This design comes from an exercise in tuning for small area on the open sky130 flow, not from production work. Where RTL was checked, it was by simulation tests only, not by an equivalence proof against the original. Power and IR drop assume default switching activity.

==> 12-01 <==
==> flow/design.v (excerpt) <==
module branch_predictor (
    input  logic                       clk,
    input  logic                       rst,
    input  logic                       fetch_valid,
    input  logic [32-1:0]  fetch_pc,
    input  logic [32-1:0] fetch_instr,
    output logic                       pred_valid,
    output logic                       pred_taken,
    output logic [32-1:0]  pred_next_pc,
    output logic                       pred_use_local,
    output logic                       ras_push,
    output logic                       ras_pop,
    output logic [32-1:0]  ras_push_addr,
    input  logic [32-1:0]  ras_top_addr,
    input  logic                       commit_valid,
    input  logic [32-1:0]  commit_pc,
    input  logic [32-1:0] commit_instr,
    input  logic                       commit_taken,
    input  logic                       commit_hit,
    input  logic                       commit_use_local
);
Settings: LEC_CHECK=0, CAP_MARGIN=20, CORE_MARGIN=2, CORE_UTILIZATION=40, SETUP_SLACK_MARGIN=0.5, SLEW_MARGIN=20, SYNTH_HIERARCHICAL=1, SYNTH_MINIMUM_KEEP_SIZE=0; clock period 13.0 ns.
standard.sh (not shown) runs the stock make flow with config.mk's settings and CLKGATE_MAP_FILE= SYNTH_SCRIPT=/design/flow/synth_recipe.tcl, a recipe that flattens the netlist after the stock synthesis.
==> flow/flow/run.sh <==
#!/bin/bash
# Standard synthesis, then the standard layout with a lighter clock tree
# (no dummy loads, larger sink clusters) and smaller port buffers.
set -euo pipefail
bash standard.sh synth > synth.log 2>&1
bash standard.sh \
  "CTS_ARGS=-sink_clustering_enable -repair_clock_nets -dont_use_dummy_load -buf_list sky130_fd_sc_hd__clkbuf_8 -sink_clustering_size 16 -sink_clustering_max_diameter 60 -sink_buffer_max_cap_derate 1.0" \
  "BUFFER_PORTS_ARGS=-buffer_cell sky130_fd_sc_hd__buf_2" \
  finish > layout.log 2>&1
==> inputs of 06-17, as changes to 12-01 <==
--- a/flow/design.v
+++ b/flow/design.v
@@ -57,18 +57,38 @@
     input  logic a,
     input  logic b,
     output logic o
 );
     assign o = ~(a | b);
 endmodule
-module bp_o31ai (
+module bp_inv (
+    input  logic a,
+    output logic o
+);
+    assign o = ~a;
+endmodule
+module bp_and3 (
     input  logic [2:0] a,
-    input  logic       b,
     output logic       o
 );
-    assign o = ~((|a) & b);
+    assign o = &a;
+endmodule
+module bp_xor2 (
+    input  logic a,
+    input  logic b,
+    output logic o
+);
+    assign o = a ^ b;
+endmodule
+module bp_a21oi (
+    input  logic a1,
+    input  logic a2,
+    input  logic b,
+    output logic o
+);
+    assign o = ~((a1 & a2) | b);
 endmodule
 module bp_row32 (
     input  logic [31:0] q,
     input  logic [31:0] c,
     input  logic        r,
     output logic        on
@@ -80,13 +100,13 @@
     end
     bp_nand2 u_t10 (.a(q[30]), .b(c[30]), .o(t[10]));
     bp_nand2 u_t11 (.a(q[31]), .b(c[31]), .o(t[11]));
     for (genvar k = 0; k < 3; k++) begin : g_p
         bp_nand4 u (.a(t[4*k +: 4]), .o(p[k]));
     end
-    bp_o31ai u_on (.a(p), .b(r), .o(on));
+    bp_aoi222 u_on (.q(p), .c({3{r}}), .o(on));
 endmodule
 module bp_rd256 (
     input  logic [255:0] q,
     input  logic [31:0]  c,
     input  logic [7:0]   r,
     output logic         on
@@ -112,12 +132,55 @@
     end
     bp_nand2 u_t5 (.a(q[15]), .b(c[15]), .o(t[5]));
     bp_nand3 u_a0 (.a(t[2:0]), .o(a[0]));
     bp_nand3 u_a1 (.a(t[5:3]), .o(a[1]));
     bp_nor2  u_on (.a(a[0]), .b(a[1]), .o(on));
 endmodule
+module bp_dec8 (
+    input  logic [7:0]  x,
+    output logic [7:0]  row,
+    output logic [31:0] col
+);
+    logic [7:0] xn;
+    logic [3:0] lo_n;
+    logic [7:0] mid_n;
+    for (genvar k = 0; k < 8; k++) begin : g_inv
+        bp_inv u (.a(x[k]), .o(xn[k]));
+    end
+    for (genvar r = 0; r < 8; r++) begin : g_row
+        bp_and3 u (.a({r[2] ? x[7] : xn[7], r[1] ? x[6] : xn[6], r[0] ? x[5] : xn[5]}),
+                   .o(row[r]));
+    end
+    for (genvar j = 0; j < 4; j++) begin : g_lo
+        bp_nand2 u (.a(j[1] ? x[1] : xn[1]), .b(j[0] ? x[0] : xn[0]), .o(lo_n[j]));
+    end
+    for (genvar m = 0; m < 8; m++) begin : g_mid
+        bp_nand3 u (.a({m[2] ? x[4] : xn[4], m[1] ? x[3] : xn[3], m[0] ? x[2] : xn[2]}),
+                    .o(mid_n[m]));
+    end
+    for (genvar c = 0; c < 32; c++) begin : g_col
+        bp_nor2 u (.a(mid_n[c / 4]), .b(lo_n[c % 4]), .o(col[c]));
+    end
+endmodule
+module bp_dec4 (
+    input  logic [3:0]  x,
+    output logic [15:0] y
+);
+    logic [3:0] xn;
+    logic [3:0] lo_n, hi_n;
+    for (genvar k = 0; k < 4; k++) begin : g_inv
+        bp_inv u (.a(x[k]), .o(xn[k]));
+    end
+    for (genvar j = 0; j < 4; j++) begin : g_pre
+        bp_nand2 u_lo (.a(j[1] ? x[1] : xn[1]), .b(j[0] ? x[0] : xn[0]), .o(lo_n[j]));
+        bp_nand2 u_hi (.a(j[1] ? x[3] : xn[3]), .b(j[0] ? x[2] : xn[2]), .o(hi_n[j]));
+    end
+    for (genvar c = 0; c < 16; c++) begin : g_y
+        bp_nor2 u (.a(hi_n[c / 4]), .b(lo_n[c % 4]), .o(y[c]));
+    end
+endmodule
 `timescale 1ns/1ps
 module branch_predictor (
     input  logic                       clk,
     input  logic                       rst,
     input  logic                       fetch_valid,
     input  logic [32-1:0]  fetch_pc,
@@ -170,16 +233,14 @@
     logic [7:0] lhist [0:15];
     logic [7:0] commit_lhist, fetch_lhist;
     logic [7:0] commit_lhist_n, fetch_lhist_n;
     logic [7:0] hist_wd_local, hist_wd_global;
     logic [15:0] lc, lf;
     assign commit_branch = commit_valid && is_branch(commit_instr);
-    for (genvar j = 0; j < 16; j++) begin : g_lsel
-        assign lc[j] = commit_pc[5:2] == j;
-        assign lf[j] = fetch_pc[5:2] == j;
-    end
+    bp_dec4 u_lc (.x(commit_pc[5:2]), .y(lc));
+    bp_dec4 u_lf (.x(fetch_pc[5:2]), .y(lf));
     for (genvar b = 0; b < 8; b++) begin : g_lrd
         logic [15:0] col;
         for (genvar j = 0; j < 16; j++) begin : g_col
             assign col[j] = lhist[j][b];
         end
         bp_rd16 u_c (.q(col), .c(lc), .on(commit_lhist_n[b]));
@@ -200,31 +261,29 @@
     logic [7:0]  chash, fhash;
     logic [7:0]  g_widx, g_ridx, l_widx, l_ridx;
     logic [7:0]  g_crow, l_crow, g_rrow, l_rrow, g_wrow_n, l_wrow_n;
     logic [31:0] g_ccol, l_ccol, g_rcol, l_rcol, g_wcol_n, l_wcol_n;
     assign chash  = pc_hash(commit_pc);
     assign fhash  = pc_hash(fetch_pc);
-    assign g_widx = ghist ^ chash;
-    assign g_ridx = ghist ^ fhash;
-    assign l_widx = commit_lhist ^ chash;
-    assign l_ridx = fetch_lhist ^ fhash;
-    for (genvar k = 0; k < 8; k++) begin : g_rdec
-        assign g_crow[k]   = g_widx[7:5] == k;
-        assign l_crow[k]   = l_widx[7:5] == k;
-        assign g_rrow[k]   = g_ridx[7:5] == k;
-        assign l_rrow[k]   = l_ridx[7:5] == k;
-        assign g_wrow_n[k] = !(rst || (commit_branch && g_crow[k]));
-        assign l_wrow_n[k] = !(rst || (commit_branch && l_crow[k]));
-    end
-    for (genvar k = 0; k < 32; k++) begin : g_cdec
-        assign g_ccol[k]   = g_widx[4:0] == k;
-        assign l_ccol[k]   = l_widx[4:0] == k;
-        assign g_rcol[k]   = g_ridx[4:0] == k;
-        assign l_rcol[k]   = l_ridx[4:0] == k;
-        assign g_wcol_n[k] = !(rst || g_ccol[k]);
-        assign l_wcol_n[k] = !(rst || l_ccol[k]);
+    for (genvar k = 0; k < 8; k++) begin : g_idx
+        bp_xor2 u_gw (.a(ghist[k]), .b(chash[k]), .o(g_widx[k]));
+        bp_xor2 u_gr (.a(ghist[k]), .b(fhash[k]), .o(g_ridx[k]));
+        bp_xor2 u_lw (.a(commit_lhist[k]), .b(chash[k]), .o(l_widx[k]));
+        bp_xor2 u_lr (.a(fetch_lhist[k]), .b(fhash[k]), .o(l_ridx[k]));
+    end
+    bp_dec8 u_gc (.x(g_widx), .row(g_crow), .col(g_ccol));
+    bp_dec8 u_lc8 (.x(l_widx), .row(l_crow), .col(l_ccol));
+    bp_dec8 u_gr8 (.x(g_ridx), .row(g_rrow), .col(g_rcol));
+    bp_dec8 u_lr8 (.x(l_ridx), .row(l_rrow), .col(l_rcol));
+    for (genvar k = 0; k < 8; k++) begin : g_wrow
+        bp_a21oi u_g (.a1(commit_branch), .a2(g_crow[k]), .b(rst), .o(g_wrow_n[k]));
+        bp_a21oi u_l (.a1(commit_branch), .a2(l_crow[k]), .b(rst), .o(l_wrow_n[k]));
+    end
+    for (genvar k = 0; k < 32; k++) begin : g_wcol
+        bp_nor2 u_g (.a(rst), .b(g_ccol[k]), .o(g_wcol_n[k]));
+        bp_nor2 u_l (.a(rst), .b(l_ccol[k]), .o(l_wcol_n[k]));
     end
     logic [255:0] g1, g0, c1, c0, l1, l0;
     logic [255:0] g_en, l_en;
     logic         g1_old_n, g0_old_n, c1_old_n, c0_old_n, l1_old_n, l0_old_n;
     logic         g1_old, g0_old, c1_old, c0_old, l1_old, l0_old;
     logic         g1_new, g0_new, c1_new, c0_new, l1_new, l0_new;
==> flow/flow/run.sh (replaced) <==
#!/bin/bash
# Standard synthesis, then the standard layout with a lighter clock tree
# (no dummy loads, larger sink clusters) and smaller port buffers.
set -euo pipefail
bash standard.sh synth > synth.log 2>&1
bash standard.sh \
  "CTS_ARGS=-sink_clustering_enable -repair_clock_nets -dont_use_dummy_load -buf_list sky130_fd_sc_hd__clkbuf_8 -sink_clustering_size 16 -sink_clustering_max_diameter 60 -sink_buffer_max_cap_derate 1.0" \
  "BUFFER_PORTS_ARGS=-buffer_cell sky130_fd_sc_hd__buf_1" \
  finish > layout.log 2>&1
==> flow/config.mk (replaced) <==
export PLATFORM = sky130hd
export DESIGN_NAME = branch_predictor
export DESIGN_NICKNAME = branch_predictor
export VERILOG_FILES = /design/flow/design.v
export SDC_FILE = /design/flow/constraint.sdc
export NUM_CORES = 4
export LEC_CHECK = 0
export CAP_MARGIN = 10
export CORE_MARGIN = 2
export CORE_UTILIZATION = 40
export PLACE_DENSITY = 0.85
export SETUP_SLACK_MARGIN = 0.5
export SLEW_MARGIN = 10
export SYNTH_HIERARCHICAL = 1
export SYNTH_MINIMUM_KEEP_SIZE = 0
==> inputs of 08-21, as changes to 12-01 <==
--- a/flow/design.v
+++ b/flow/design.v
@@ -57,18 +57,38 @@
     input  logic a,
     input  logic b,
     output logic o
 );
     assign o = ~(a | b);
 endmodule
-module bp_o31ai (
+module bp_inv (
+    input  logic a,
+    output logic o
+);
+    assign o = ~a;
+endmodule
+module bp_and3 (
     input  logic [2:0] a,
-    input  logic       b,
     output logic       o
 );
-    assign o = ~((|a) & b);
+    assign o = &a;
+endmodule
+module bp_xor2 (
+    input  logic a,
+    input  logic b,
+    output logic o
+);
+    assign o = a ^ b;
+endmodule
+module bp_a21oi (
+    input  logic a1,
+    input  logic a2,
+    input  logic b,
+    output logic o
+);
+    assign o = ~((a1 & a2) | b);
 endmodule
 module bp_row32 (
     input  logic [31:0] q,
     input  logic [31:0] c,
     input  logic        r,
     output logic        on
@@ -80,13 +100,13 @@
     end
     bp_nand2 u_t10 (.a(q[30]), .b(c[30]), .o(t[10]));
     bp_nand2 u_t11 (.a(q[31]), .b(c[31]), .o(t[11]));
     for (genvar k = 0; k < 3; k++) begin : g_p
         bp_nand4 u (.a(t[4*k +: 4]), .o(p[k]));
     end
-    bp_o31ai u_on (.a(p), .b(r), .o(on));
+    bp_aoi222 u_on (.q(p), .c({3{r}}), .o(on));
 endmodule
 module bp_rd256 (
     input  logic [255:0] q,
     input  logic [31:0]  c,
     input  logic [7:0]   r,
     output logic         on
@@ -112,12 +132,55 @@
     end
     bp_nand2 u_t5 (.a(q[15]), .b(c[15]), .o(t[5]));
     bp_nand3 u_a0 (.a(t[2:0]), .o(a[0]));
     bp_nand3 u_a1 (.a(t[5:3]), .o(a[1]));
     bp_nor2  u_on (.a(a[0]), .b(a[1]), .o(on));
 endmodule
+module bp_dec8 (
+    input  logic [7:0]  x,
+    output logic [7:0]  row,
+    output logic [31:0] col
+);
+    logic [7:0] xn;
+    logic [3:0] lo_n;
+    logic [7:0] mid_n;
+    for (genvar k = 0; k < 8; k++) begin : g_inv
+        bp_inv u (.a(x[k]), .o(xn[k]));
+    end
+    for (genvar r = 0; r < 8; r++) begin : g_row
+        bp_and3 u (.a({r[2] ? x[7] : xn[7], r[1] ? x[6] : xn[6], r[0] ? x[5] : xn[5]}),
+                   .o(row[r]));
+    end
+    for (genvar j = 0; j < 4; j++) begin : g_lo
+        bp_nand2 u (.a(j[1] ? x[1] : xn[1]), .b(j[0] ? x[0] : xn[0]), .o(lo_n[j]));
+    end
+    for (genvar m = 0; m < 8; m++) begin : g_mid
+        bp_nand3 u (.a({m[2] ? x[4] : xn[4], m[1] ? x[3] : xn[3], m[0] ? x[2] : xn[2]}),
+                    .o(mid_n[m]));
+    end
+    for (genvar c = 0; c < 32; c++) begin : g_col
+        bp_nor2 u (.a(mid_n[c / 4]), .b(lo_n[c % 4]), .o(col[c]));
+    end
+endmodule
+module bp_dec4 (
+    input  logic [3:0]  x,
+    output logic [15:0] y
+);
+    logic [3:0] xn;
+    logic [3:0] lo_n, hi_n;
+    for (genvar k = 0; k < 4; k++) begin : g_inv
+        bp_inv u (.a(x[k]), .o(xn[k]));
+    end
+    for (genvar j = 0; j < 4; j++) begin : g_pre
+        bp_nand2 u_lo (.a(j[1] ? x[1] : xn[1]), .b(j[0] ? x[0] : xn[0]), .o(lo_n[j]));
+        bp_nand2 u_hi (.a(j[1] ? x[3] : xn[3]), .b(j[0] ? x[2] : xn[2]), .o(hi_n[j]));
+    end
+    for (genvar c = 0; c < 16; c++) begin : g_y
+        bp_nor2 u (.a(hi_n[c / 4]), .b(lo_n[c % 4]), .o(y[c]));
+    end
+endmodule
 `timescale 1ns/1ps
 module branch_predictor (
     input  logic                       clk,
     input  logic                       rst,
     input  logic                       fetch_valid,
     input  logic [32-1:0]  fetch_pc,
@@ -170,16 +233,14 @@
     logic [7:0] lhist [0:15];
     logic [7:0] commit_lhist, fetch_lhist;
     logic [7:0] commit_lhist_n, fetch_lhist_n;
     logic [7:0] hist_wd_local, hist_wd_global;
     logic [15:0] lc, lf;
     assign commit_branch = commit_valid && is_branch(commit_instr);
-    for (genvar j = 0; j < 16; j++) begin : g_lsel
-        assign lc[j] = commit_pc[5:2] == j;
-        assign lf[j] = fetch_pc[5:2] == j;
-    end
+    bp_dec4 u_lc (.x(commit_pc[5:2]), .y(lc));
+    bp_dec4 u_lf (.x(fetch_pc[5:2]), .y(lf));
     for (genvar b = 0; b < 8; b++) begin : g_lrd
         logic [15:0] col;
         for (genvar j = 0; j < 16; j++) begin : g_col
             assign col[j] = lhist[j][b];
         end
         bp_rd16 u_c (.q(col), .c(lc), .on(commit_lhist_n[b]));
@@ -200,31 +261,29 @@
     logic [7:0]  chash, fhash;
     logic [7:0]  g_widx, g_ridx, l_widx, l_ridx;
     logic [7:0]  g_crow, l_crow, g_rrow, l_rrow, g_wrow_n, l_wrow_n;
     logic [31:0] g_ccol, l_ccol, g_rcol, l_rcol, g_wcol_n, l_wcol_n;
     assign chash  = pc_hash(commit_pc);
     assign fhash  = pc_hash(fetch_pc);
-    assign g_widx = ghist ^ chash;
-    assign g_ridx = ghist ^ fhash;
-    assign l_widx = commit_lhist ^ chash;
-    assign l_ridx = fetch_lhist ^ fhash;
-    for (genvar k = 0; k < 8; k++) begin : g_rdec
-        assign g_crow[k]   = g_widx[7:5] == k;
-        assign l_crow[k]   = l_widx[7:5] == k;
-        assign g_rrow[k]   = g_ridx[7:5] == k;
-        assign l_rrow[k]   = l_ridx[7:5] == k;
-        assign g_wrow_n[k] = !(rst || (commit_branch && g_crow[k]));
-        assign l_wrow_n[k] = !(rst || (commit_branch && l_crow[k]));
-    end
-    for (genvar k = 0; k < 32; k++) begin : g_cdec
-        assign g_ccol[k]   = g_widx[4:0] == k;
-        assign l_ccol[k]   = l_widx[4:0] == k;
-        assign g_rcol[k]   = g_ridx[4:0] == k;
-        assign l_rcol[k]   = l_ridx[4:0] == k;
-        assign g_wcol_n[k] = !(rst || g_ccol[k]);
-        assign l_wcol_n[k] = !(rst || l_ccol[k]);
+    for (genvar k = 0; k < 8; k++) begin : g_idx
+        bp_xor2 u_gw (.a(ghist[k]), .b(chash[k]), .o(g_widx[k]));
+        bp_xor2 u_gr (.a(ghist[k]), .b(fhash[k]), .o(g_ridx[k]));
+        bp_xor2 u_lw (.a(commit_lhist[k]), .b(chash[k]), .o(l_widx[k]));
+        bp_xor2 u_lr (.a(fetch_lhist[k]), .b(fhash[k]), .o(l_ridx[k]));
+    end
+    bp_dec8 u_gc (.x(g_widx), .row(g_crow), .col(g_ccol));
+    bp_dec8 u_lc8 (.x(l_widx), .row(l_crow), .col(l_ccol));
+    bp_dec8 u_gr8 (.x(g_ridx), .row(g_rrow), .col(g_rcol));
+    bp_dec8 u_lr8 (.x(l_ridx), .row(l_rrow), .col(l_rcol));
+    for (genvar k = 0; k < 8; k++) begin : g_wrow
+        bp_a21oi u_g (.a1(commit_branch), .a2(g_crow[k]), .b(rst), .o(g_wrow_n[k]));
+        bp_a21oi u_l (.a1(commit_branch), .a2(l_crow[k]), .b(rst), .o(l_wrow_n[k]));
+    end
+    for (genvar k = 0; k < 32; k++) begin : g_wcol
+        bp_nor2 u_g (.a(rst), .b(g_ccol[k]), .o(g_wcol_n[k]));
+        bp_nor2 u_l (.a(rst), .b(l_ccol[k]), .o(l_wcol_n[k]));
     end
     logic [255:0] g1, g0, c1, c0, l1, l0;
     logic [255:0] g_en, l_en;
     logic         g1_old_n, g0_old_n, c1_old_n, c0_old_n, l1_old_n, l0_old_n;
     logic         g1_old, g0_old, c1_old, c0_old, l1_old, l0_old;
     logic         g1_new, g0_new, c1_new, c0_new, l1_new, l0_new;
==> flow/flow/run.sh (replaced) <==
#!/bin/bash
# Standard synthesis, then the standard layout with a lighter clock tree
# (no dummy loads, larger sink clusters) and smaller port buffers.
set -euo pipefail
bash standard.sh synth > synth.log 2>&1
bash standard.sh \
  "CTS_ARGS=-sink_clustering_enable -repair_clock_nets -dont_use_dummy_load -buf_list sky130_fd_sc_hd__clkbuf_8 -sink_clustering_size 16 -sink_clustering_max_diameter 60 -sink_buffer_max_cap_derate 1.0" \
  "BUFFER_PORTS_ARGS=-buffer_cell sky130_fd_sc_hd__buf_1" \
  finish > layout.log 2>&1
==> flow/config.mk (replaced) <==
export PLATFORM = sky130hd
export DESIGN_NAME = branch_predictor
export DESIGN_NICKNAME = branch_predictor
export VERILOG_FILES = /design/flow/design.v
export SDC_FILE = /design/flow/constraint.sdc
export NUM_CORES = 4
export LEC_CHECK = 0
export CAP_MARGIN = 10
export CORE_MARGIN = 2
export CORE_UTILIZATION = 40
export SETUP_SLACK_MARGIN = 0.5
export SLEW_MARGIN = 10
export SYNTH_HIERARCHICAL = 1
export SYNTH_MINIMUM_KEEP_SIZE = 0
==> comparison <==
Of 12-01 and 06-17, 12-01 has the higher area after synthesis (gap 1.1%, measured against 06-17). Non-clock buffer count, lowest first: 06-17, 08-21, 12-01. Of 06-17 and 12-01, 06-17 has the higher sequential share of layout area (gap 1.3 points). Total power, highest first: 08-21, 06-17, 12-01. Against 12-01, the clock skew of 08-21 is higher by 0.024 ns. Via count, highest first: 06-17, 08-21, 12-01. Sequential power is about the same in 08-21 and 06-17.
For 12-01, only the layout was checked, not whether the RTL still works.

==> afterwards: timing with drivers on the ports <==
In the flow no input, the clock included, has a driving cell. The finished layouts below were timed again as built, in two steps.
Step 1: set_driving_cell puts a clkbuf_16 on clk and a buf_2 on each other input, an assumption about the parent block.
Step 2, shift: input delay + t, output delay - t, t = (earliest + latest rising clock arrival at the registers) / 2. This alone moves slack from input paths to output paths.
a / b / c = ideal ports / drivers / drivers and shift; a / b = the first two.
run	t, ns	setup WS [ns]	worst hold slack (ns)	worst setup path after step 2	worst register clock-pin slew, ns
12-01	0.963	0.518 / 0.436 / 0.436	0.751 / 0.751 / 0.751	input to output	0.11 / 0.11
06-17	0.914	0.571 / 0.538 / 0.538	0.663 / 0.663 / 0.663	input to output	0.11 / 0.11
08-21	0.949	0.917 / 0.885 / 0.885	0.652 / 0.652 / 0.652	input to output	0.10 / 0.10
After both steps setup and hold are still met in every run listed. For 12-01, which loses most, drivers alone change the setup slack by -0.082 ns; drivers and shift together by -0.082 ns.
